This design comes from an exercise in tuning for small area and a short achievable clock period on the open sky130 flow, not from production work. Function was checked by simulation only, so behaviour that the tests miss may differ from the original. No driver is modelled on the clock port, so clocking that relies on it looks cheaper here than on a real chip. Power and IR drop assume default switching activity.

[flow/design.v]
package gbf_pkg;
    localparam int NUM_PORTS = 4;
endpackage
import gbf_pkg::*;
module gbf_rr_allocator
#(
    parameter int N_REQ  = 8,
    parameter int HEIGHT = 48,
    parameter int AW     = 6,
    parameter int PW     = $clog2(N_REQ)
) (
    input  logic [PW-1:0]                 rr_ptr,
    input  logic [N_REQ-1:0]              req_valid,
    input  logic [N_REQ-1:0]              req_we,
    input  logic [N_REQ*AW-1:0]           req_addr,
    output logic [N_REQ-1:0]              grant,
    output logic [N_REQ-1:0]              conflict,
    output logic [N_REQ-1:0]              inr,
    output logic [gbf_pkg::NUM_PORTS-1:0][N_REQ-1:0] sel,
    output logic [PW-1:0]                 ptr_nxt
);
    localparam logic [AW:0] HEIGHT_W = (AW+1)'(HEIGHT);
    logic [N_REQ-1:0][PW-1:0]  pos;       
    logic [N_REQ-1:0][N_REQ-1:0] earlier;  
    logic [N_REQ-1:0]          dup;
    logic [N_REQ-1:0]          cand;
    logic [N_REQ-1:0][N_REQ-2:0] m;       
    logic [N_REQ-1:0][2:0]     ta;
    logic [N_REQ-1:0][3:0]     tb;
    logic [N_REQ-1:0][3:0]     ge;
    logic                      h1, h2, g1, g2;
    logic [N_REQ-1:0]          last;
    always_comb begin
        for (int j = 0; j < N_REQ; j++) begin
            pos[j] = PW'(j) - rr_ptr;
            inr[j] = ({1'b0, req_addr[j*AW +: AW]} < HEIGHT_W);
        end
        for (int j = 0; j < N_REQ; j++) begin
            for (int k = 0; k < N_REQ; k++) begin
                earlier[j][k] = (pos[k] < pos[j]);
            end
        end
    end
    always_comb begin
        for (int j = 0; j < N_REQ; j++) begin
            dup[j] = 1'b0;
            for (int k = 0; k < N_REQ; k++) begin
                if (k != j && earlier[j][k] && req_valid[k] && req_we[k] &&
                    req_addr[k*AW +: AW] == req_addr[j*AW +: AW]) begin
                    dup[j] = 1'b1;
                end
            end
            dup[j]  = dup[j] & req_we[j] & inr[j];
            cand[j] = req_valid[j] & ~dup[j];
        end
    end
    always_comb begin
        for (int j = 0; j < N_REQ; j++) begin
            int n;
            n = 0;
            m[j] = '0;
            for (int k = 0; k < N_REQ; k++) begin
                if (k != j) begin
                    m[j][n] = cand[k] & earlier[j][k];
                    n++;
                end
            end
            ta[j][0] = m[j][0] | m[j][1] | m[j][2];
            ta[j][1] = (m[j][0] & m[j][1]) | (m[j][0] & m[j][2]) | (m[j][1] & m[j][2]);
            ta[j][2] = m[j][0] & m[j][1] & m[j][2];
            h1 = m[j][3] | m[j][4];
            h2 = m[j][3] & m[j][4];
            g1 = m[j][5] | m[j][6];
            g2 = m[j][5] & m[j][6];
            tb[j][0] = h1 | g1;
            tb[j][1] = h2 | g2 | (h1 & g1);
            tb[j][2] = (h2 & g1) | (h1 & g2);
            tb[j][3] = h2 & g2;
            ge[j][0] = ta[j][0] | tb[j][0];
            ge[j][1] = ta[j][1] | tb[j][1] | (ta[j][0] & tb[j][0]);
            ge[j][2] = ta[j][2] | tb[j][2] | (ta[j][0] & tb[j][1]) | (ta[j][1] & tb[j][0]);
            ge[j][3] = tb[j][3] | (ta[j][0] & tb[j][2]) | (ta[j][1] & tb[j][1]) | (ta[j][2] & tb[j][0]);
            grant[j]    = cand[j] & ~ge[j][3];
            conflict[j] = req_valid[j] & dup[j] & ~ge[j][3];
            sel[0][j] = cand[j] & ~ge[j][0];
            sel[1][j] = cand[j] & ge[j][0] & ~ge[j][1];
            sel[2][j] = cand[j] & ge[j][1] & ~ge[j][2];
            sel[3][j] = cand[j] & ge[j][2] & ~ge[j][3];
        end
    end
    always_comb begin
        ptr_nxt = rr_ptr;
        for (int j = 0; j < N_REQ; j++) begin
            last[j] = grant[j];
            for (int k = 0; k < N_REQ; k++) begin
                if (k != j && earlier[k][j] && grant[k]) last[j] = 1'b0;
            end
        end
        for (int j = 0; j < N_REQ; j++) begin
            if (last[j]) ptr_nxt = PW'(j + 1);
        end
    end
endmodule
import gbf_pkg::*;
module gbf_port_arbiter
#(
    parameter  int WIDTH  = 32,
    parameter  int HEIGHT = 48,
    parameter  int N_REQ  = 8,
    localparam int AW     = $clog2(HEIGHT)
) (
    input  logic                     clk,
    input  logic                     rst_n,
    input  logic [N_REQ-1:0]         req_valid,
    input  logic [N_REQ-1:0]         req_we,
    input  logic [N_REQ*AW-1:0]      req_addr,
    input  logic [N_REQ*WIDTH-1:0]   req_wdata,
    output logic [N_REQ-1:0]         req_ready,
    output logic [N_REQ-1:0]         rsp_valid,
    output logic [N_REQ*WIDTH-1:0]   rsp_rdata,
    output logic [gbf_pkg::NUM_PORTS-1:0]     ram_we,
    output logic [gbf_pkg::NUM_PORTS*AW-1:0]  ram_addr,
    output logic [gbf_pkg::NUM_PORTS*WIDTH-1:0] ram_data,
    input  logic [gbf_pkg::NUM_PORTS*WIDTH-1:0] ram_q,
    output logic [15:0]              conflict_cnt
);
    localparam int PW = $clog2(N_REQ);
    logic [PW-1:0]                   rr_ptr, ptr_nxt;
    logic [N_REQ-1:0]                grant;
    logic [N_REQ-1:0]                conflict;
    logic [N_REQ-1:0]                inr;
    logic [NUM_PORTS-1:0][N_REQ-1:0] sel;
    logic [N_REQ-1:0]                rsp_valid_q;
    logic [N_REQ-1:0][NUM_PORTS-1:0] rsel_q;
    logic [N_REQ-1:0][NUM_PORTS-1:0] rsel_nxt;
    logic [NUM_PORTS*WIDTH-1:0]      rq_q;
    logic [3:0]                      n_conf;
    logic [16:0]                     cnt_sum;
    gbf_rr_allocator #(
        .N_REQ  (N_REQ),
        .HEIGHT (HEIGHT),
        .AW     (AW),
        .PW     (PW)
    ) u_alloc (
        .rr_ptr    (rr_ptr),
        .req_valid (req_valid),
        .req_we    (req_we),
        .req_addr  (req_addr),
        .grant     (grant),
        .conflict  (conflict),
        .inr       (inr),
        .sel       (sel),
        .ptr_nxt   (ptr_nxt)
    );
    assign req_ready = grant & {N_REQ{rst_n}};
    always_comb begin
        ram_we   = '0;
        ram_addr = '0;
        ram_data = '0;
        for (int p = 0; p < NUM_PORTS; p++) begin
            for (int i = 0; i < N_REQ; i++) begin
                ram_we[p]                  = ram_we[p] | (sel[p][i] & req_we[i] & inr[i]);
                ram_addr[p*AW +: AW]       = ram_addr[p*AW +: AW] | ({AW{sel[p][i]}} & req_addr[i*AW +: AW]);
                ram_data[p*WIDTH +: WIDTH] = ram_data[p*WIDTH +: WIDTH] | ({WIDTH{sel[p][i]}} & req_wdata[i*WIDTH +: WIDTH]);
            end
            ram_we[p] = ram_we[p] & rst_n;
        end
    end
    always_comb begin
        for (int i = 0; i < N_REQ; i++) begin
            for (int p = 0; p < NUM_PORTS; p++) begin
                rsel_nxt[i][p] = sel[p][i] & inr[i];
            end
        end
    end
    always_comb begin
        n_conf = '0;
        for (int i = 0; i < N_REQ; i++) begin
            n_conf = n_conf + 4'(conflict[i]);
        end
        cnt_sum = 17'(conflict_cnt) + 17'(n_conf);
    end
    always_ff @(posedge clk or negedge rst_n) begin
        if (!rst_n) begin
            rr_ptr       <= '0;
            rsp_valid_q  <= '0;
            conflict_cnt <= '0;
        end else begin
            rr_ptr       <= ptr_nxt;
            rsp_valid_q  <= grant & ~req_we;
            conflict_cnt <= cnt_sum[16] ? 16'hFFFF : cnt_sum[15:0];
        end
    end
    always_ff @(posedge clk) begin
        rsel_q <= rsel_nxt;
        rq_q   <= ram_q;
    end
    always_comb begin
        rsp_rdata = '0;
        for (int i = 0; i < N_REQ; i++) begin
            for (int p = 0; p < NUM_PORTS; p++) begin
                rsp_rdata[i*WIDTH +: WIDTH] = rsp_rdata[i*WIDTH +: WIDTH] |
                    ({WIDTH{rsel_q[i][p]}} & rq_q[p*WIDTH +: WIDTH]);
            end
        end
    end
    assign rsp_valid = rsp_valid_q;
endmodule
[flow/flow/run.sh]
#!/bin/bash
# Standard ORFS layout, with the port buffers made as plain sky130 buf_1 cells instead of the
# delay-cell buffers buffer_ports picks by default.
set -euo pipefail
bash standard.sh "BUFFER_PORTS_ARGS=-buffer_cell sky130_fd_sc_hd__buf_1" finish > standard.log 2>&1
[flow/standard.sh]
#!/bin/bash
# synth_recipe.tcl (not shown) runs the flow's synth.tcl, then flattens the netlist and writes it again
# the make line also repeats each setting of config.mk as NAME=value (left out here)
make -C /OpenROAD-flow-scripts/flow DESIGN_CONFIG=/design/flow/config.mk WORK_HOME=/design/flow/orfs CLKGATE_MAP_FILE= SYNTH_SCRIPT=/design/flow/synth_recipe.tcl "${@:-finish}"
[flow/config.mk]
export PLATFORM = sky130hd
export DESIGN_NAME = gbf_port_arbiter
export DESIGN_NICKNAME = gbf_port_arbiter
export VERILOG_FILES = /design/flow/design.v
export SDC_FILE = /design/flow/constraint.sdc
export NUM_CORES = 4
export LEC_CHECK = 0
export CAP_MARGIN = 20
export CORE_MARGIN = 2
export CORE_UTILIZATION = 55
export SLEW_MARGIN = 20
[flow/constraint.sdc]
create_clock -name core_clock -period 26.0 [get_ports {clk}]
set_input_delay 5.2000 -clock core_clock [delete_from_list [all_inputs] [get_ports {clk}]]
set_output_delay 5.2000 -clock core_clock [all_outputs]
set_load 0.01 [all_outputs]
==> summary.txt, run 1 <==
Sequential share of the synthesized area = 0.171
Synth Area in Simple Gates = 0.220
Synthesized flop and latch total = 187
Die Span Y = 207 um
Initial core utilization = 0.556
Synth Area in Adders = 0.0199
Ys async rst share = 0.144
Number of distinct library cells after synthesis = 100
Combinational family with the most area after synthesis = compound AO/OA/AOI/OAI gates
Mux contribution to synthesized area = 0.000497
Syn avg cell area = 7.20 um2
Post-Syn Nets = 3625
Status = aborted with a tool error
Mapped Cells = 3146
First Err = [ERROR PPL-0024] Number of IO pins (894) exceeds maximum number of available positions (742). Increase the die perimeter from 827.58um to 1215.84um.
Synth Area in Compound Gates = 0.432
Row count = 74
EDFF count, synth = 0
Synth Flop Type = dfxtp_1
Die width = 207 um
Stopped at = I/O pin placement
Post-Synth XOR/XNOR Area = 0.0736
Mapped Area = 22600 um2
Yosys warns = 2
-- synthesized netlist by cell type (33+ instances only) --
master    number  area share
a22oi_1      630        0.21
nand2_1      517       0.086
clkbuf_1     312       0.052
a222oi_1     214       0.095
dfxtp_1      160        0.14
nand3_1      127       0.028
xnor2_1      116       0.045
buf_1         90       0.015
nor2_1        90       0.015
nand4_1       84       0.023
a221oi_1      74       0.029
a22o_1        73       0.028
xor2_1        71       0.027
and2_1        43       0.012
buf_2         41      0.0091
nor4_1        39       0.011
a21oi_1       33      0.0073
nor3_1        33      0.0073
-- cells by family after synthesis --
| family | after synthesis |
|---|---|
| buf+inv | 479 |
| simple gates | 1049 |
| compound gates | 1208 |
| mux | 1 |
| flops | 187 |
| xor+xnor | 188 |
| fa+ha+maj | 34 |
==> run 2, diff against run 1 <==
==> flow/flow/run.sh (replaced) <==
#!/bin/bash
# Standard ORFS layout with three changes to how it is made:
#  - port buffers are plain sky130 buf_1 cells instead of the delay cells buffer_ports picks;
#  - I/O pins may sit on adjacent routing tracks, so ~900 pins fit around a smaller die;
#  - repair_timing aims for extra setup slack, so it sizes the critical paths.
set -euo pipefail
bash standard.sh \
  "BUFFER_PORTS_ARGS=-buffer_cell sky130_fd_sc_hd__buf_1" \
  "PLACE_PINS_ARGS=-min_distance 1 -min_distance_in_tracks" \
  "SETUP_SLACK_MARGIN=10" \
  finish > standard.log 2>&1
--- a/flow/config.mk
+++ b/flow/config.mk
@@ -9,3 +9,3 @@
 export CORE_MARGIN = 2
-export CORE_UTILIZATION = 55
+export CORE_UTILIZATION = 50
 export SLEW_MARGIN = 20
==> run 2 against run 1 <==
The run fails in global routing. Synthesized cell count did not move. Synthesized area did not move.
==> summary.txt, run 2 <==
Status = aborted with a tool error (unchanged)
Top-area cell type share of the netlist area = 0.209 (unchanged)
Placed Cells = 4261
Total congestion overflow = 31
Number of distinct library cells after synthesis = 100 (unchanged)
DP HPWL = 99400 um
Post-Syn Nets = 3625 (unchanged)
Synth Flop Type = dfxtp_1 (unchanged)
Post-CTS setup buffer count = 0
Io pins = 894
Die width = 217 um (was 207 um)
Root Buffer = clkbuf_16
Max clock buf depth = 2
Gr usage total = 0.630
Top post-synthesis cells by count = a22oi_1, nand2_1, clkbuf_1, a222oi_1, dfxtp_1 (unchanged)
Synth Area in Adders = 0.0199 (unchanged)
Largest net degree at the start of global routing = 41
First-pass GRT wire length = 226000 um
Syn avg cell area = 7.20 um2 (unchanged)
EDFF count, synth = 0 (unchanged)
Ys async rst share = 0.144 (unchanged)
Post-Synth XOR/XNOR Area = 0.0736 (unchanged)
Initial core utilization = 0.510 (was 0.556)
PostCTS Resize Cnt = 0
PortBufs = 893
Mux contribution to synthesized area = 0.000497 (unchanged)
Placed inst area = 25700 um2
Row count = 77 (was 74)
Synth area leader = a22oi_1 (unchanged)
Combinational family with the most area after synthesis = compound AO/OA/AOI/OAI gates (unchanged)
First Err = [ERROR GRT-0116] Global routing finished with congestion. Check the congestion regions in the DRC Viewer. (was [ERROR PPL-0024] Number of IO pins (894) exceeds maximum number of available positions (742). Increase the die perimeter from 827.58um to 1215.84um.)
Mapped Cells = 3146 (unchanged)
Vias in the first global route = 34800
Synthesized flop and latch total = 187 (unchanged)
Die Span Y = 217 um (was 207 um)
Stopped at = global routing (was I/O pin placement)
Htree depth = 4
Count leader, synth = a22oi_1 (unchanged)
Post-CTS Hold Fix Bufs = 0
Placer Congestion = 1.13
Clk sinks = 187
Synth Area in Simple Gates = 0.220 (unchanged)
Synth top area cells = a22oi_1, dfxtp_1, a222oi_1 (unchanged)
Sequential share of the synthesized area = 0.171 (unchanged)
Synth Area in Compound Gates = 0.432 (unchanged)
Mapped Area = 22600 um2 (unchanged)
Yosys warns = 2 (unchanged)
CTS Buf Count = 17
Pre-CTS WS = 10.22 ns
[run 2: cell counts after synthesis]
No cell type changed its count.
[run 2: worst max path at each step]
stage	to	from	slack, ns	cells after the start
floorplan	ram_data[117]	req_addr[10]	11.72	15
global placement	ram_we[3]	req_addr[4]	10.19	16
detailed placement	ram_we[3]	req_addr[4]	10.22	16
CTS	ram_we[3]	req_addr[4]	10.16	16
[run 2: metal layers]
layer  global-route usage  overflow
met4                0.503        19
met3                0.355         0
met1                0.723         0
met2                0.840        12
met5               0.0708         0
[run 2: metrics by stage]
stage	util	total power (W)
after CTS	0.592	0.00559
after floorplan	-	0.00331
after detailed placement	0.578	0.00529
after global placement	0.578	0.00527
[run 2: kinds of logic after synthesis]
group | after synthesis
mux | 1
simple gates | 1049
compound gates | 1208
flops | 187
fa+ha+maj | 34
xor+xnor | 188
buf+inv | 479
[run 2: power by group through the flow]
stage / sequential (W) / combinational (W) / clock (W)
floorplan: 0.000357 / 0.00296 / 0
global placement: 0.000375 / 0.00490 / 0
detailed placement: 0.000378 / 0.00492 / 0
CTS: 0.000372 / 0.00494 / 0.000272
==> run 3, diff against run 2 <==
--- a/flow/flow/run.sh
+++ b/flow/flow/run.sh
@@ -9,3 +9,3 @@
   "PLACE_PINS_ARGS=-min_distance 1 -min_distance_in_tracks" \
-  "SETUP_SLACK_MARGIN=10" \
+  "SETUP_SLACK_MARGIN=14" \
   finish > standard.log 2>&1
--- a/flow/config.mk
+++ b/flow/config.mk
@@ -9,3 +9,3 @@
 export CORE_MARGIN = 2
-export CORE_UTILIZATION = 50
+export CORE_UTILIZATION = 38
 export SLEW_MARGIN = 20
==> run 3 against run 2 <==
The flow again stops in global routing. Synthesized cell count is the same. Synthesized area is the same.
==> summary.txt, run 3 <==
Combinational family with the most area after synthesis = compound AO/OA/AOI/OAI gates (unchanged)
Die width = 248 um (was 217 um)
Sequential share of the synthesized area = 0.171 (unchanged)
EDFF count, synth = 0 (unchanged)
Placer Congestion = 1.09 (was 1.13)
Status = aborted with a tool error (unchanged)
Syn avg cell area = 7.20 um2 (unchanged)
Post-CTS Hold Fix Bufs = 0 (unchanged)
Io pins = 894 (unchanged)
Stopped at = global routing (unchanged)
Synthesized flop and latch total = 187 (unchanged)
Synth Area in Adders = 0.0199 (unchanged)
Synth top area cells = a22oi_1, dfxtp_1, a222oi_1 (unchanged)
Synth Area in Compound Gates = 0.432 (unchanged)
Root Buffer = clkbuf_16 (unchanged)
Number of distinct library cells after synthesis = 100 (unchanged)
Post-Syn Nets = 3625 (unchanged)
Count leader, synth = a22oi_1 (unchanged)
Vias in the first global route = 34400
Ys async rst share = 0.144 (unchanged)
Initial core utilization = 0.384 (was 0.510)
CTS Buf Count = 17 (unchanged)
Synth Area in Simple Gates = 0.220 (unchanged)
Synth Flop Type = dfxtp_1 (unchanged)
Max clock buf depth = 2 (unchanged)
Mapped Cells = 3146 (unchanged)
First-pass GRT wire length = 232000 um
Largest net degree at the start of global routing = 41
Htree depth = 4 (unchanged)
Clk sinks = 187 (unchanged)
Synth area leader = a22oi_1 (unchanged)
PortBufs = 893 (unchanged)
Mux contribution to synthesized area = 0.000497 (unchanged)
Gr usage total = 0.510
First Err = [ERROR GRT-0116] Global routing finished with congestion. Check the congestion regions in the DRC Viewer. (unchanged)
Top-area cell type share of the netlist area = 0.209 (unchanged)
Die Span Y = 248 um (was 217 um)
Post-Synth XOR/XNOR Area = 0.0736 (unchanged)
Top post-synthesis cells by count = a22oi_1, nand2_1, clkbuf_1, a222oi_1, dfxtp_1 (unchanged)
DP HPWL = 94200 um (was 99400 um)
Row count = 89 (was 77)
Yosys warns = 2 (unchanged)
Total congestion overflow = 9
Mapped Area = 22600 um2 (unchanged)
run 3: cell counts after synthesis:
No cell type changed its count.
run 3: cell families after synthesis:
family	Yosys count
AOI/OAI and AO/OA	1208
xor gates and xnor gates	188
adders and majority gates	34
buffers and inverters	479
DFF	187
muxes	1
and+or+nand+nor	1049
run 3: worst min path at each step:
stage                            endpoint  slack [ns]  cells past startpoint
after global placement    conflict_cnt[8]        0.54                      2
after CTS                 conflict_cnt[8]        0.56                      2
after detailed placement  conflict_cnt[8]        0.54                      2
after floorplan           conflict_cnt[8]        0.56                      2
run 3: layer usage:
| layer | track usage | GRT overflow |
|---|---|---|
| met4 | 0.410 | 2 |
| met5 | 0.0556 | 0 |
| met1 | 0.569 | 1 |
| met2 | 0.694 | 6 |
| met3 | 0.296 | 0 |
run 3: stage by stage:
step | hold slack, ns | total power, W | std cells | setup slack [ns] | instance area, um2
after floorplan | 0.560 | 0.00349 | 3146 | 12.33 | 23900
after global placement | 0.538 | 0.00532 | 4449 | 10.43 | 26700
after detailed placement | 0.539 | 0.00531 | 4449 | 10.38 | 26700
after CTS | 0.561 | 0.00699 | 4675 | 11.82 | 31700
run 3: power groups by stage:
stage / registers (W) / clock network (W) / logic [W]
3_5_place_dp: 0.000373 / 0 / 0.00494
4_1_cts: 0.000366 / 0.000276 / 0.00635
3_3_place_gp: 0.000373 / 0 / 0.00494
2_1_floorplan: 0.000357 / 0 / 0.00314
run 3: repair_timing:
item / CTS
buffers inserted: 151
gates resized for setup: 617
gates cloned: 43
setup endpoints to repair: 178
pin swaps: 177
==> run 4, diff against run 3 <==
==> flow/flow/run.sh (replaced) <==
#!/bin/bash
# Standard ORFS layout with these changes to how it is made:
#  - port buffers are plain sky130 buf_1 cells instead of the delay cells buffer_ports picks;
#  - I/O pins may sit on adjacent routing tracks, so ~900 pins fit around a smaller die;
#  - global routing reserves less of each layer, as the small die needs the tracks.
set -euo pipefail
bash standard.sh \
  "BUFFER_PORTS_ARGS=-buffer_cell sky130_fd_sc_hd__buf_1" \
  "PLACE_PINS_ARGS=-min_distance 1 -min_distance_in_tracks" \
  "ROUTING_LAYER_ADJUSTMENT=0.12" \
  finish > standard.log 2>&1
==> run 4 against run 3 <==
The run again fails in global routing. Synthesized cell count did not move. Synthesized area did not move.
==> summary.txt, run 4 <==
Post-CTS Hold Fix Bufs = 0 (unchanged)
Synth top area cells = a22oi_1, dfxtp_1, a222oi_1 (unchanged)
Die width = 248 um (unchanged)
Clk sinks = 187 (unchanged)
Stopped at = global routing (unchanged)
DP HPWL = 98100 um (was 94200 um)
Gr usage total = 0.455
Mapped Area = 22600 um2 (unchanged)
Top post-synthesis cells by count = a22oi_1, nand2_1, clkbuf_1, a222oi_1, dfxtp_1 (unchanged)
Io pins = 894 (unchanged)
EDFF count, synth = 0 (unchanged)
First Err = [ERROR GRT-0116] Global routing finished with congestion. Check the congestion regions in the DRC Viewer. (unchanged)
Post-Syn Nets = 3625 (unchanged)
Root Buffer = clkbuf_16 (unchanged)
Count leader, synth = a22oi_1 (unchanged)
Die Span Y = 248 um (unchanged)
Placer Congestion = 1.08 (was 1.09)
PortBufs = 893 (unchanged)
Top-area cell type share of the netlist area = 0.209 (unchanged)
Syn avg cell area = 7.20 um2 (unchanged)
Post-CTS setup buffer count = 0 (was 151)
First-pass GRT wire length = 211000 um
Synth Flop Type = dfxtp_1 (unchanged)
Mapped Cells = 3146 (unchanged)
Status = aborted with a tool error (unchanged)
Htree depth = 4 (unchanged)
Largest net degree at the start of global routing = 41
Max clock buf depth = 2 (unchanged)
Row count = 89 (unchanged)
Yosys warns = 2 (unchanged)
CTS Buf Count = 17 (unchanged)
Vias in the first global route = 31900
Initial core utilization = 0.384 (unchanged)
Synth area leader = a22oi_1 (unchanged)
PostCTS Resize Cnt = 0 (was 617)
Synthesized flop and latch total = 187 (unchanged)
Total congestion overflow = 1
Ys async rst share = 0.144 (unchanged)
Number of distinct library cells after synthesis = 100 (unchanged)
Sequential share of the synthesized area = 0.171 (unchanged)
==> run 4: cell counts after synthesis <==
Identical to the previous run, type by type.
==> run 4: worst max-delay path by stage <==
| stage | to | slack [ns] | cells past startpoint | from |
|---|---|---|---|---|
| CTS | ram_we[3] | 10.02 | 14 | req_addr[16] |
| detailed placement | ram_we[3] | 10.05 | 14 | req_addr[16] |
| global placement | ram_we[3] | 10.13 | 14 | req_addr[16] |
| floorplan | ram_data[117] | 11.72 | 15 | req_addr[10] |
==> run 4: metrics by stage <==
stage                     area (um2)  std cells  hold slack [ns]  worst slack (ns)
after floorplan                22600       3146            0.560             11.72
after global placement         26000       4448            0.530             10.13
after detailed placement       26000       4449            0.534             10.05
after CTS                      26600       4481            0.558             10.02
==> run 4: power groups by stage <==
| stage | Combinational [W] | Clock (W) | Sequential [W] |
|---|---|---|---|
| floorplan | 0.00296 | 0 | 0.000357 |
| global placement | 0.00486 | 0 | 0.000373 |
| detailed placement | 0.00485 | 0 | 0.000373 |
| CTS | 0.00487 | 0.000274 | 0.000367 |
==> run 4: kinds of logic after synthesis <==
logic type / Yosys count / synth area share
AO/OA/AOI/OAI: 1208 / 0.432
XOR/XNOR: 188 / 0.0736
adder cells (fa/ha/maj): 34 / 0.0199
buffers and inverters: 479 / 0.0827
flip-flops: 187 / 0.171
multiplexers: 1 / 0.000497
AND/OR/NAND/NOR: 1049 / 0.220
==> run 4: routing by layer <==
metal,global-route usage,overflow
met5,0.0246,0
met4,0.316,0
met3,0.235,0
met2,0.643,1
met1,0.528,0
==> run 5, diff against run 4 <==
==> flow/flow/run.sh (replaced) <==
#!/bin/bash
# Standard ORFS layout with two changes to how it is made:
#  - port buffers are plain sky130 buf_1 cells instead of the delay cells buffer_ports picks;
#  - after CTS, flow/post_cts.tcl runs repair_timing aiming ~1.2 ns above the current worst
#    slack, so the critical paths get sized (the design's constraints are unchanged).
set -euo pipefail
bash standard.sh \
  "BUFFER_PORTS_ARGS=-buffer_cell sky130_fd_sc_hd__buf_1" \
  "POST_CTS_TCL=$PWD/flow/post_cts.tcl" \
  finish > standard.log 2>&1
==> flow/flow/post_cts.tcl (new file) <==
# Size the critical paths after CTS: aim a little above the slack the placement has now.
estimate_parasitics -placement
set ws [expr {[sta::worst_slack_cmd max] * 1e9}]
set target [expr {$ws + 1.2}]
puts "post-CTS sizing: worst slack $ws, target $target"
repair_timing -setup -setup_margin $target -repair_tns 100 -verbose
detailed_placement
check_placement -verbose
estimate_parasitics -placement
puts "post-CTS sizing done: worst slack [expr {[sta::worst_slack_cmd max] * 1e9}]"
report_design_area
--- a/flow/config.mk
+++ b/flow/config.mk
@@ -7,5 +7,6 @@
 export LEC_CHECK = 0
+export ABC_AREA = 1
 export CAP_MARGIN = 20
 export CORE_MARGIN = 2
-export CORE_UTILIZATION = 38
+export CORE_UTILIZATION = 25
 export SLEW_MARGIN = 20
==> run 5 against run 4 <==
The run now finishes clean. Synthesized cell count is 32% higher. Synthesized area increased by 6.1%.
==> summary.txt, run 5 <==
Synth Area in Adders = 0.0167 (was 0.0199)
Post-route DRC violation count = 0
Layout Cells excl Fill = 6174
Die Area = 98600 um2
Gr usage total = 0.381
Number of distinct library cells after synthesis = 52 (was 100)
Synth area leader = o22ai_1 (was a22oi_1)
CTS tree = built
Ys async rst share = 0.144 (unchanged)
Synth Area in Compound Gates = 0.368 (was 0.432)
Placer Congestion = 1.09 (was 1.08)
Placed Cells = 6107 (was 4449)
Initial antenna violation count = 41
Max-cap violations = 0
Max Clock Skew = 0.0220 ns
Most common cell after layout, fill and taps aside = buf_1
Data required time of the critical path = 20.80 ns
CP dominant cell by count = nor2_1
Combinational family with the most area after synthesis = compound AO/OA/AOI/OAI gates (unchanged)
Buf+Inv Stages, Crit Path = 5
Hold Startpoint = conflict_cnt[15]
Largest net degree at the start of global routing = 41
Crit-path max cell delay = 0.42 ns
RR Startpoint = rr_ptr[2]
Status = finished clean (was aborted with a tool error)
Syn avg cell area = 5.80 um2 (was 7.20 um2)
Static leakage = 12.5 nW
Hold Slack = 0.587 ns
Initial core utilization = 0.253 (was 0.384)
Hold Fails Final Rpt = 0
Crit path from = req_valid[1]
Biggest regs = rq_q (128), rsel_q (32), conflict_cnt (16)
Synth Area in Simple Gates = 0.281 (was 0.220)
Mux contribution to synthesized area = 0 (was 0.000497)
WP data arrival = 9.38 ns
CP Class = primary input to output port
Top post-synthesis cells by count = nand2_1, o22ai_1, inv_1, a21oi_1, nor2_1 (was a22oi_1, nand2_1, clkbuf_1, a222oi_1, dfxtp_1)
Post-route cell area = 29200 um2
EDFF count, synth = 0 (unchanged)
Peak VDD IR = 133 uV
Placed inst area = 28100 um2 (was 26000 um2)
Detailed Route WL = 200000 um
RSZ-0062 raised after global routing = false
PD cells = 184 nW/um2
Detailed Routing Iterations Pass 1 = 13
Slew @ Worst Pin = 1.37 ns
Mapped Cells = 4144 (was 3146)
1st-iter DRT viols = 7501
Mapped Area = 24000 um2 (was 22600 um2)
Largest Register = rq_q
Area growth, synth to finish = 21.4%
Setup ws final = 11.42 ns
Top-area cell type share of the netlist area = 0.153 (was 0.209)
Io pins = 894 (unchanged)
Nets = 5351
PortBufs = 893 (unchanged)
Clock Pin Slew Worst Setup and Hold Paths = 0.08 ns
Post-Syn Nets = 4623 (was 3625)
Vias = 39000
Share of cells above drive strength 1 = 0.0878
Detail Route Antenna Nets = 0
Crit end category = output port
Slowest stage cell on the critical path = buf_1
DR vias/cell = 6.32
Count leader, synth = nand2_1 (was a22oi_1)
Min Tclk post-route = 14.58 ns
Sequential share of the synthesized area = 0.161 (was 0.171)
Setup Total Neg Slack = 0 ns
Total congestion overflow = 0
Die Span Y = 314 um (was 248 um)
Vias in the first global route = 35500
Final number of setup-violating endpoints = 0
CP Cell Sequence = buf_1 > nand2_1 > a21oi_1 > nand3_1 > nand2_1 > nor2_1 > nand3_1 > nand2_2 > nand2_4 > nor2_1 > nor2_4 > nor2_1 > nor2_4 > nand2_2 > nor2_2 > inv_2 > nor2_4 > clkbuf_8 > inv_4 > o22ai_1 > nor2_1 > nand3_1 > buf_1
Post-Synth XOR/XNOR Area = 0.0219 (was 0.0736)
Synth top area cells = o22ai_1, dfxtp_1, nand2_1 (was a22oi_1, dfxtp_1, a222oi_1)
Max_slew headroom = 0.0762
Average wire per standard cell = 32.4 um
Clk Latency, worst-skew pair = 0.53 ns
CP max FO = 30
First-pass GRT wire length = 269000 um
Clk sinks = 187 (unchanged)
Synthesized flop and latch total = 187 (unchanged)
Die width = 314 um (was 248 um)
Fmax achieved = 68.6 MHz
Core box area = 95200 um2
Max reg flops = 128
CP top delay family = simple AND/OR/NAND/NOR gates
CP Launch Type = primary input
DP HPWL = 143000 um (was 98100 um)
Tcrit/Tclk final = 0.561
Hold Path Class = register to register
Synth Flop Type = dfxtp_1 (unchanged)
Pre-CTS WS = 10.51 ns (was 10.05 ns)
Yosys warns = 2 (unchanged)
Row count = 113 (was 89)
Pins Over Slew Limit = 0
Most frequent cells in the layout = buf_1, nand2_1, o22ai_1
run 5: cell count changes after synthesis, sizes merged, moves of 214 or more:
cell    previous run  this run
o22ai             14       588
a222oi           214         0
a22oi            631        18
nor2              90       360
o21ai             34       296
nand2            518       837
inv               32       551
a21oi             33       469
run 5: stage by stage:
step,total power (W),utilization
6_report,0.00538,0.307
5_1_grt,0.00544,0.306
3_5_place_dp,0.00472,0.296
3_3_place_gp,0.00474,0.296
2_1_floorplan,0.00280,-
run 5: final timing paths:
kind	to	slack [ns]	depth (start not counted)
max reg2reg	conflict_cnt[10]	17.78	36
min reg2reg	conflict_cnt[9]	0.59	2
min in group asynchronous	rsp_valid_q[2]	4.73	1
max in group asynchronous	conflict_cnt[7]	20.74	1
min	conflict_cnt[9]	0.59	2
max	ram_data[114]	11.42	23
run 5: cell type report:
cell class | instances | area (um2)
flip-flops and latches | 187 | 3880
repair buffers | 972 | 4110
clock inverters | 13 | 155
well taps | 1265 | 1580
inverters | 589 | 2320
diodes | 25 | 62.6
multi-input cells | 3104 | 16600
repair inverters | 1 | 5.00
fillers | 11100 | 66000
clock buffers | 18 | 439
run 5: cell families after synthesis:
| family | Yosys count |
|---|---|
| fa+ha+maj | 29 |
| flops | 187 |
| simple gates | 1512 |
| compound gates | 1503 |
| xor+xnor | 60 |
| buf+inv | 853 |
run 5: worst min-delay path: stages, from the launching register on:
cell and delay, ns:
dfrtp_1 0.37, nand2_1 0.10, nand2_1 0.08
run 5: layer usage:
layer	GRT usage	vias up	routed length [um]
met4	0.242	26	17400
met2	0.542	3882	79100
met1	0.468	17900	72100
met5	0.000967	-	180
met3	0.162	1228	31300
li1	-	16000	-
run 5: report_power, final:
part,internal [W],switching (W),total [W]
Clock,0.000132,0.000159,0.000291
Combinational,0.00117,0.00355,0.00471
Sequential,0.000322,0.0000529,0.000374
Total,0.00162,0.00376,0.00538
==> run 6, diff against run 5 <==
==> flow/flow/run.sh (replaced) <==
#!/bin/bash
# Standard ORFS layout with these changes to how it is made:
#  - port buffers are plain sky130 buf_1 cells instead of the delay cells buffer_ports picks;
#  - CTS inserts no dummy loads;
#  - after CTS, flow/post_cts.tcl runs repair_timing aiming 1.3 ns above the current worst
#    slack, so the critical paths get sized (the design's constraints are unchanged).
set -euo pipefail
bash standard.sh \
  "BUFFER_PORTS_ARGS=-buffer_cell sky130_fd_sc_hd__buf_1" \
  "CTS_ARGS=-sink_clustering_enable -repair_clock_nets -dont_use_dummy_load" \
  "POST_CTS_TCL=$PWD/flow/post_cts.tcl" \
  finish > standard.log 2>&1
--- a/flow/flow/post_cts.tcl
+++ b/flow/flow/post_cts.tcl
@@ -1,5 +1,5 @@
-# Size the critical paths after CTS: aim a little above the slack the placement has now.
+# Size the critical paths after CTS: aim 1.3 ns above the slack the placement has now.
 estimate_parasitics -placement
 set ws [expr {[sta::worst_slack_cmd max] * 1e9}]
-set target [expr {$ws + 1.2}]
+set target [expr {$ws + 1.3}]
 puts "post-CTS sizing: worst slack $ws, target $target"
==> run 6 against run 5 <==
Still clean. Wire length hardly changed. Non-clock buffer count up 1. Critical path depth unchanged. Maximum frequency grew 0.59%. Sequential power barely moved.
==> summary.txt, run 6 <==
Count leader, synth = nand2_1 (unchanged)
Initial core utilization = 0.253 (unchanged)
Detailed Route WL = 200000 um (about the same)
Hold Fails Final Rpt = 0 (unchanged)
Area growth, synth to finish = 21.1% (was 21.4%)
Synthesized flop and latch total = 187 (unchanged)
Clk sinks = 187 (unchanged)
Average wire per standard cell = 32.5 um (was 32.4 um)
Max_slew headroom = 0.0389 (was 0.0762)
Share of cells above drive strength 1 = 0.0866 (was 0.0878)
Post-Syn Nets = 4623 (unchanged)
Placer Congestion = 1.09 (unchanged)
Clock Pin Slew Worst Setup and Hold Paths = 0.06 ns (was 0.08 ns)
CTS tree = built (unchanged)
1st-iter DRT viols = 7323 (was 7501)
Crit end category = output port (unchanged)
Synth area leader = o22ai_1 (unchanged)
Yosys warns = 2 (unchanged)
Top-area cell type share of the netlist area = 0.153 (unchanged)
Core box area = 95200 um2 (unchanged)
DR vias/cell = 6.33 (was 6.32)
Syn avg cell area = 5.80 um2 (unchanged)
EDFF count, synth = 0 (unchanged)
Sequential share of the synthesized area = 0.161 (unchanged)
Top post-synthesis cells by count = nand2_1, o22ai_1, inv_1, a21oi_1, nor2_1 (unchanged)
Setup Total Neg Slack = 0 ns (unchanged)
R2r setup slk = 17.74 ns (was 17.78 ns)
RSZ-0062 raised after global routing = false (unchanged)
Placed Cells = 6107 (unchanged)
Detail Route Antenna Nets = 0 (unchanged)
Status = finished clean (unchanged)
Ys async rst share = 0.144 (unchanged)
Die Area = 98600 um2 (unchanged)
CP dominant cell by count = nor2_1 (unchanged)
Total congestion overflow = 0 (unchanged)
Detailed Routing Iterations Pass 1 = 13 (unchanged)
Min Tclk post-route = 14.50 ns (was 14.58 ns)
WP data arrival = 9.30 ns (was 9.38 ns)
Io pins = 894 (unchanged)
Number of distinct library cells after synthesis = 52 (unchanged)
Vias = 39000 (about the same)
Largest net degree at the start of global routing = 41 (unchanged)
Buf+Inv Stages, Crit Path = 4 (was 5)
Die Span Y = 314 um (unchanged)
Post-route DRC violation count = 0 (unchanged)
Hold Path Class = register to register (unchanged)
CP max FO = 39 (was 30)
RR Startpoint = rr_ptr[2] (unchanged)
Worst r2r path cells = 35 (was 36)
Biggest regs = rq_q (128), rsel_q (32), conflict_cnt (16) (unchanged)
CP top delay family = simple AND/OR/NAND/NOR gates (unchanged)
Mapped Area = 24000 um2 (unchanged)
Fill count = 11100 (about the same)
Layout Cells excl Fill = 6166 (was 6174)
Area of the multi-input gates = 16600 um2 (about the same)
Die width = 314 um (unchanged)
Critical path destination = ram_data[104] (was ram_data[114])
WP depth = 23 (unchanged)
Hold Slack = 0.590 ns (was 0.587 ns)
Row count = 113 (unchanged)
Max Clock Skew = 0.0181 ns (was 0.0220 ns)
Nets = 5352 (was 5351)
PortBufs = 893 (unchanged)
R2R Path End = conflict_cnt[10] (unchanged)
Vias in the first global route = 35600 (was 35500)
First-pass GRT wire length = 269000 um (about the same)
Tcrit/Tclk final = 0.558 (was 0.561)
Most frequent cells in the layout = buf_1, nand2_1, o22ai_1 (unchanged)
Synth top area cells = o22ai_1, dfxtp_1, nand2_1 (unchanged)
CP Launch Type = primary input (unchanged)
Reg area = 3880 um2 (unchanged)
Initial antenna violation count = 42 (was 41)
Max reg flops = 128 (unchanged)
Largest Register = rq_q (unchanged)
Max-cap violations = 0 (unchanged)
Clk Latency, worst-skew pair = 0.50 ns (was 0.53 ns)
Gr usage total = 0.381 (about the same)
CP Cell Sequence = clkbuf_2 > inv_2 > nand2_1 > nand2_1 > nor2_1 > nand3_1 > nor2_1 > nor2_1 > nand3_2 > nand2_4 > nand2_2 > nor2_1 > nand2_1 > a21oi_1 > nand2_2 > nand2_2 > nor2_4 > nand2_2 > clkbuf_8 > o22ai_1 > nor2_1 > nand3_2 > buf_1 (was buf_1 > nand2_1 > a21oi_1 > nand3_1 > nand2_1 > nor2_1 > nand3_1 > nand2_2 > nand2_4 > nor2_1 > nor2_4 > nor2_1 > nor2_4 > nand2_2 > nor2_2 > inv_2 > nor2_4 > clkbuf_8 > inv_4 > o22ai_1 > nor2_1 > nand3_1 > buf_1)
Mapped Cells = 4144 (unchanged)
Final number of setup-violating endpoints = 0 (unchanged)
Fmax achieved = 69.0 MHz (was 68.6 MHz)
Pins Over Slew Limit = 0 (unchanged)
Synth Flop Type = dfxtp_1 (unchanged)
CP Class = primary input to output port (unchanged)
Slew @ Worst Pin = 1.43 ns (was 1.37 ns)
PD cells = 184 nW/um2 (about the same)
Most common cell after layout, fill and taps aside = buf_1 (unchanged)
Crit path from = req_addr[46] (was req_valid[1])
Peak VDD IR = 138 uV (was 133 uV)
Crit-path max cell delay = 0.41 ns (was 0.42 ns)
Slowest stage cell on the critical path = clkbuf_8 (was buf_1)
Static leakage = 12.5 nW (about the same)
Data required time of the critical path = 20.80 ns (about the same)
DP HPWL = 143000 um (unchanged)
==> run 6: cell counts after synthesis <==
Identical to the previous run, type by type.
==> run 6: cell families (layout without fill, tap and decap cells) <==
| group | count (synthesis) | count (layout) | share of synthesized area |
|---|---|---|---|
| AOI/OAI and AO/OA | 1503 | 1503 | 0.368 |
| xor gates and xnor gates | 60 | 60 | 0.0219 |
| adders and majority gates | 29 | 29 | 0.0167 |
| buffers and inverters | 853 | 1580 | 0.150 |
| DFF | 187 | 187 | 0.161 |
| other | 0 | 30 | 0 |
| and+or+nand+nor | 1512 | 1512 | 0.281 |
==> run 6: routing by layer <==
metal / track usage / share of wire
met5: 0.00145 / 0.00082
met4: 0.245 / 0.090
met3: 0.166 / 0.16
met2: 0.541 / 0.39
met1: 0.464 / 0.36
==> run 6: final cells by class <==
class	instances	share of cell area
Tap cell	1265	0.0544
Clock buffer	17	0.0146
Inverter	589	0.0806
Antenna cell	30	0.00258
Timing Repair inverter	1	0.000172
Timing Repair Buffer	973	0.143
Multi-Input combinational cell	3104	0.572
Sequential cell	187	0.133
==> run 6: through the flow <==
step / util / setup WS (ns) / power, W / instance area (um2)
detailed placement: 0.296 / 10.51 / 0.00472 / 28100
global placement: 0.296 / 10.46 / 0.00474 / 28100
finish: 0.306 / 11.50 / 0.00535 / 29100
floorplan: - / 13.28 / 0.00280 / 24000
global route: 0.305 / 11.33 / 0.00542 / 29100
==> run 6: report_power, final <==
| part | switching, W | internal, W | leakage (nW) |
|---|---|---|---|
| combinational | 0.00356 | 0.00118 | 10.6 |
| sequential | 0.0000528 | 0.000322 | 1.69 |
| clock | 0.000129 | 0.000114 | 0.210 |
| total | 0.00374 | 0.00162 | 12.5 |
==> run 6: worst min path at each step <==
stage                     startpoint               end  slack [ns]  cells after the start
floorplan           conflict_cnt[11]  conflict_cnt[11]        0.57                      2
global placement    conflict_cnt[10]  conflict_cnt[10]        0.55                      2
detailed placement  conflict_cnt[15]   conflict_cnt[9]        0.57                      2
global route         conflict_cnt[6]   conflict_cnt[6]        0.61                      2
finish               conflict_cnt[6]   conflict_cnt[6]        0.59                      2
==> run 6: tightest hold or removal path: cells and delay by family, from the launching register on <==
family / cells / cell delay, ns
DFF: 1 / 0.37
AOI/OAI and AO/OA: 1 / 0.09
and+or+nand+nor: 1 / 0.09

[port drivers added, routing unchanged]
How much do the figures lean on ideal ports? The routed layouts below were timed once more, with nothing changed but the port constraints.
Step 1 (the two cells are an assumption about what drives the block):
set clk [get_ports {clk}]
set_driving_cell -lib_cell sky130_fd_sc_hd__clkbuf_16 $clk
set_driving_cell -lib_cell sky130_fd_sc_hd__buf_2 [delete_from_list [all_inputs] $clk]
Step 2 adds t to the input delays and takes it off the output delays; t is the mean of the earliest and latest rising clock arrival at the registers after step 1. Input paths then give back, and output paths get back, about the clock's delay inside the block.
Slacks: no drivers / after step 1 / after step 2; pairs: no drivers / after step 1.
run | t (ns) | setup slack, ns | cell pins on the clock port's net
run 5 | 0.573 | 11.417 / 11.325 / 11.325 | 1
run 6 | 0.564 | 11.503 / 11.382 / 11.382 | 1
After both steps setup and hold are still met in every run listed. The setup slack of run 6, which loses most, moves by -0.121 ns with the drivers and by -0.121 ns with both steps.
